This design comes from an exercise in tuning for small area and a short achievable clock period on the open sky130 flow, not from production work.
At most, simulation tests tie the RTL to the original design; equivalence was not proved.
Power and IR drop assume default switching activity.

==> flow/design.v <==
module spi_ram_slave_burst #(
  parameter int DATA_WIDTH = 8,
  parameter int ADDR_WIDTH = 8,
  parameter bit BURST_EN   = 1'b1
) (
  input  logic clk,
  input  logic rst_n,
  input  logic SS_n,
  input  logic MOSI,
  output logic MISO
);
  logic       idle_q;    
  logic       c1_q;      
  logic       c0_q;      
  logic       data_q;    
  logic [2:0] cnt_q;     
  logic [1:0] cmd_q;
  logic       cmp_q;     
  logic [7:0] rx_q;      
  logic [7:1] tx_q;      
  logic       miso_q;
  logic       rst_seen_q;  
  logic       sel2_q;      
  logic       missed_q;    
  assign MISO = miso_q;
  wire last_bit  = data_q && (cnt_q == 3'd7);
  wire act_waddr = cmp_q && (cmd_q == 2'b00);
  wire act_wdata = cmp_q && (cmd_q == 2'b01);
  wire act_raddr = cmp_q && (cmd_q == 2'b10);
  wire act_rd    = cmp_q && (cmd_q == 2'b11);
  wire act_rdata = act_rd && !SS_n;
  wire ld_next   = last_bit && (cmd_q == 2'b11);
  logic [7:0]    t_q;        
  logic [2047:0] ring_q;     
  logic [7:0] wt_q;
  logic        wpend_q;
  logic [7:0]  wbuf_q;
  logic [7:0]  ws_q;
  logic [31:0] wen_q;
  logic        wnow_q;    
  logic [7:0]  rs_q;
  logic [31:0] csel_q;
  logic        cat_q;
  logic [7:0]  pf_q;
  logic [7:0] tap_word;
  always_comb begin
    tap_word = '0;
    for (int p = 0; p < 32; p++)
      tap_word = tap_word | ((ring_q[64*p +: 8] ^ {8{p[0]}}) & {8{csel_q[p]}});
  end
  logic [2047:0] ring_d;
  always_comb begin
    ring_d = {ring_q[2039:0], ring_q[2047:2040]};
    for (int p = 0; p < 32; p++)
      ring_d[64*p +: 8] = ~(wen_q[p] ? (wbuf_q ^ {8{!p[0]}}) : ring_d[64*p +: 8]);
  end
  wire [7:0] rx_slot = rx_q + t_q + 8'd1;
  logic       wpend_d;
  logic [7:0] wt_d, ws_d;
  always_comb begin
    if (rst_seen_q)     wt_d = t_q + 8'd1;
    else if (act_waddr) wt_d = rx_slot;
    else if (act_wdata) wt_d = wt_q + 8'd2;
    else                wt_d = wt_q + 8'd1;
    if (act_wdata) begin
      wpend_d = 1'b1;
      ws_d    = wt_q + 8'd2;
    end else begin
      wpend_d = wpend_q && !wnow_q;
      ws_d    = ws_q + 8'd1;
    end
  end
  logic [7:0] rs_d, cs_d;
  always_comb begin
    if (rst_seen_q)     rs_d = t_q + 8'd1;
    else if (act_raddr) rs_d = rx_slot;
    else if (act_rd)    rs_d = rs_q + 8'd2;
    else if (missed_q)  rs_d = rs_q;
    else                rs_d = rs_q + 8'd1;
    cs_d = rs_q + (sel2_q ? 8'd2 : 8'd1);
  end
  function automatic logic [31:0] port_of(input logic en, input logic [7:0] slot);
    port_of = (en && slot[2:0] == 3'd0) ? (32'd1 << slot[7:3]) : 32'd0;
  endfunction
  always_ff @(posedge clk) begin
    t_q    <= t_q + 8'd1;
    rx_q   <= {rx_q[6:0], MOSI};
    ring_q <= ring_d;
    wt_q    <= wt_d;
    wpend_q <= wpend_d;
    ws_q    <= ws_d;
    if (act_wdata) wbuf_q <= rx_q;
    wen_q   <= port_of(wpend_d, ws_d);
    wnow_q  <= wpend_d && (ws_d[2:0] == 3'd0);
    rs_q  <= rs_d;
    sel2_q   <= data_q && (cmd_q == 2'b11) && (cnt_q[2:1] == 2'b11);
    missed_q <= act_rd && SS_n;
    cat_q  <= (cs_d[2:0] == 3'd0);
    csel_q <= port_of(1'b1, cs_d);
    if (cat_q) pf_q <= tap_word;
  end
  always_ff @(posedge clk or negedge rst_n) begin
    if (!rst_n) rst_seen_q <= 1'b1;
    else        rst_seen_q <= 1'b0;
  end
  always_ff @(posedge clk or negedge rst_n) begin
    if (!rst_n) begin
      idle_q    <= 1'b1;
      c1_q      <= 1'b0;
      c0_q      <= 1'b0;
      data_q    <= 1'b0;
      cnt_q     <= '0;
      cmd_q     <= '0;
      cmp_q     <= 1'b0;
      tx_q      <= '0;
      miso_q    <= 1'b0;
    end else begin
      if (SS_n) begin
        miso_q <= 1'b0;
        tx_q   <= '0;
      end else if (act_rd) begin
        miso_q <= pf_q[7];
        tx_q   <= pf_q[6:0];
      end else begin
        miso_q <= tx_q[7];
        tx_q   <= {tx_q[6:1], 1'b0};
      end
      cmp_q <= !SS_n && last_bit;
      if (SS_n) begin
        idle_q <= 1'b1;
        c1_q   <= 1'b0;
        c0_q   <= 1'b0;
        data_q <= 1'b0;
      end else begin
        idle_q <= 1'b0;
        c1_q   <= idle_q;
        c0_q   <= c1_q;
        if (c1_q) cmd_q[1] <= MOSI;
        if (c0_q) begin
          cmd_q[0] <= MOSI;
          data_q   <= 1'b1;
          cnt_q    <= '0;
        end else if (data_q) begin
          cnt_q <= cnt_q + 3'd1;
          if (cnt_q == 3'd7 && !cmd_q[0]) data_q <= 1'b0;
        end
      end
    end
  end
endmodule
==> flow/config.mk <==
export PLATFORM = sky130hd
export DESIGN_NAME = spi_ram_slave_burst
export DESIGN_NICKNAME = spi_ram_slave_burst
export VERILOG_FILES = /design/flow/design.v
export SDC_FILE = /design/flow/constraint.sdc
export NUM_CORES = 4
export LEC_CHECK = 0
export ABC_CLOCK_PERIOD_IN_PS = 2200
export CAP_MARGIN = 20
export CORE_MARGIN = 2
export CORE_UTILIZATION = 40
export CTS_CLUSTER_DIAMETER = 110
export CTS_CLUSTER_SIZE = 25
export SETUP_SLACK_MARGIN = 2.3
export SLEW_MARGIN = 20
==> flow/constraint.sdc <==
create_clock -name core_clock -period 4.4 [get_ports {clk}]
set_input_delay 0.8800 -clock core_clock [delete_from_list [all_inputs] [get_ports {clk}]]
set_output_delay 0.8800 -clock core_clock [all_outputs]
set_load 0.01 [all_outputs]
run.sh (not shown) runs the stock make flow with config.mk's settings and CLKGATE_MAP_FILE= SYNTH_SCRIPT=/design/flow/synth_recipe.tcl, a recipe that flattens the netlist after the stock synthesis.
The starting point completed without violations.
Then changed:
--- a/flow/design.v
+++ b/flow/design.v
@@ -34,18 +34,20 @@
   logic [2047:0] ring_q;     
   logic [7:0] wt_q;
-  logic        wpend_q;
-  logic [7:0]  wbuf_q;
-  logic [7:0]  ws_q;
-  logic [31:0] wen_q;
-  logic        wnow_q;    
-  logic [7:0]  rs_q;
-  logic [31:0] csel_q;
-  logic        cat_q;
-  logic [7:0]  pf_q;
+  logic       wpend_q;
+  logic [7:0] wbuf_q;
+  logic [7:0] ws_q;
+  logic       wnow_q;
+  logic [7:0] whi_q;
+  logic [3:0] wlo_q;
+  logic [7:0] rs_q;
+  logic       cat_q;
+  logic [7:0] chi_q;
+  logic [3:0] clo_q;
+  logic [7:0] pf_q;
   logic [7:0] tap_word;
   always_comb begin
     tap_word = '0;
     for (int p = 0; p < 32; p++)
-      tap_word = tap_word | ((ring_q[64*p +: 8] ^ {8{p[0]}}) & {8{csel_q[p]}});
+      tap_word = tap_word | (ring_q[64*p +: 8] & {8{chi_q[p/4] && clo_q[p%4]}});
   end
   logic [2047:0] ring_d;
@@ -53,5 +55,5 @@
     ring_d = {ring_q[2039:0], ring_q[2047:2040]};
     for (int p = 0; p < 32; p++)
-      ring_d[64*p +: 8] = ~(wen_q[p] ? (wbuf_q ^ {8{!p[0]}}) : ring_d[64*p +: 8]);
+      if (wnow_q && whi_q[p/4] && wlo_q[p%4]) ring_d[64*p +: 8] = wbuf_q;
   end
   wire [7:0] rx_slot = rx_q + t_q + 8'd1;
@@ -80,6 +82,9 @@
     cs_d = rs_q + (sel2_q ? 8'd2 : 8'd1);
   end
-  function automatic logic [31:0] port_of(input logic en, input logic [7:0] slot);
-    port_of = (en && slot[2:0] == 3'd0) ? (32'd1 << slot[7:3]) : 32'd0;
+  function automatic logic [7:0] dec3(input logic [2:0] v);
+    dec3 = 8'd1 << v;
+  endfunction
+  function automatic logic [3:0] dec2(input logic [1:0] v);
+    dec2 = 4'd1 << v;
   endfunction
   always_ff @(posedge clk) begin
@@ -91,11 +96,13 @@
     ws_q    <= ws_d;
     if (act_wdata) wbuf_q <= rx_q;
-    wen_q   <= port_of(wpend_d, ws_d);
     wnow_q  <= wpend_d && (ws_d[2:0] == 3'd0);
+    whi_q   <= dec3(ws_d[7:5]);
+    wlo_q   <= dec2(ws_d[4:3]);
     rs_q  <= rs_d;
     sel2_q   <= data_q && (cmd_q == 2'b11) && (cnt_q[2:1] == 2'b11);
     missed_q <= act_rd && SS_n;
-    cat_q  <= (cs_d[2:0] == 3'd0);
-    csel_q <= port_of(1'b1, cs_d);
+    cat_q <= (cs_d[2:0] == 3'd0);
+    chi_q <= dec3(cs_d[7:5]);
+    clo_q <= dec2(cs_d[4:3]);
     if (cat_q) pf_q <= tap_word;
   end
After rerunning: Clock-buffer cell count is higher by 4; via count is lower by a few percent; wire length is lower by a few percent; die area is lower slightly; synthesized cell count is lower by a few percent; non-clock buffer count is higher by 15; final area is lower slightly; clock skew is lower by 0.0077 ns; sequential power is about the same.
For the first run of this note, only the layout was checked, not whether the RTL still works.

what the ideal ports hide:
In the flow no input, the clock included, has a driving cell. The finished layouts below were timed again as built, in two steps.
Step 1 assumes that a clkbuf_16 drives the clock port and a buf_2 every other input.
Step 2, shift: input delay + t, output delay - t, t = (earliest + latest rising clock arrival at the registers) / 2. This alone moves slack from input paths to output paths.
Three values: no drivers, after step 1, after step 2; two values: the first two.
| run | t (ns) | slack for setup (ns) | worst hold slack (ns) | worst setup path at the end | slew at the worst register clock pin (ns) |
|---|---|---|---|---|---|
| the first run | 0.760 | 2.322 / 2.253 / 2.038 | 0.308 / 0.308 / 0.308 | input to register | 0.11 / 0.11 |
| the second run | 0.746 | 2.176 / 2.176 / 2.047 | 0.309 / 0.309 / 0.309 | input to register | 0.10 / 0.10 |
After both steps setup and hold are still met in every run listed. For the first run, which loses most, drivers alone change the setup slack by -0.069 ns; drivers and shift together by -0.284 ns.
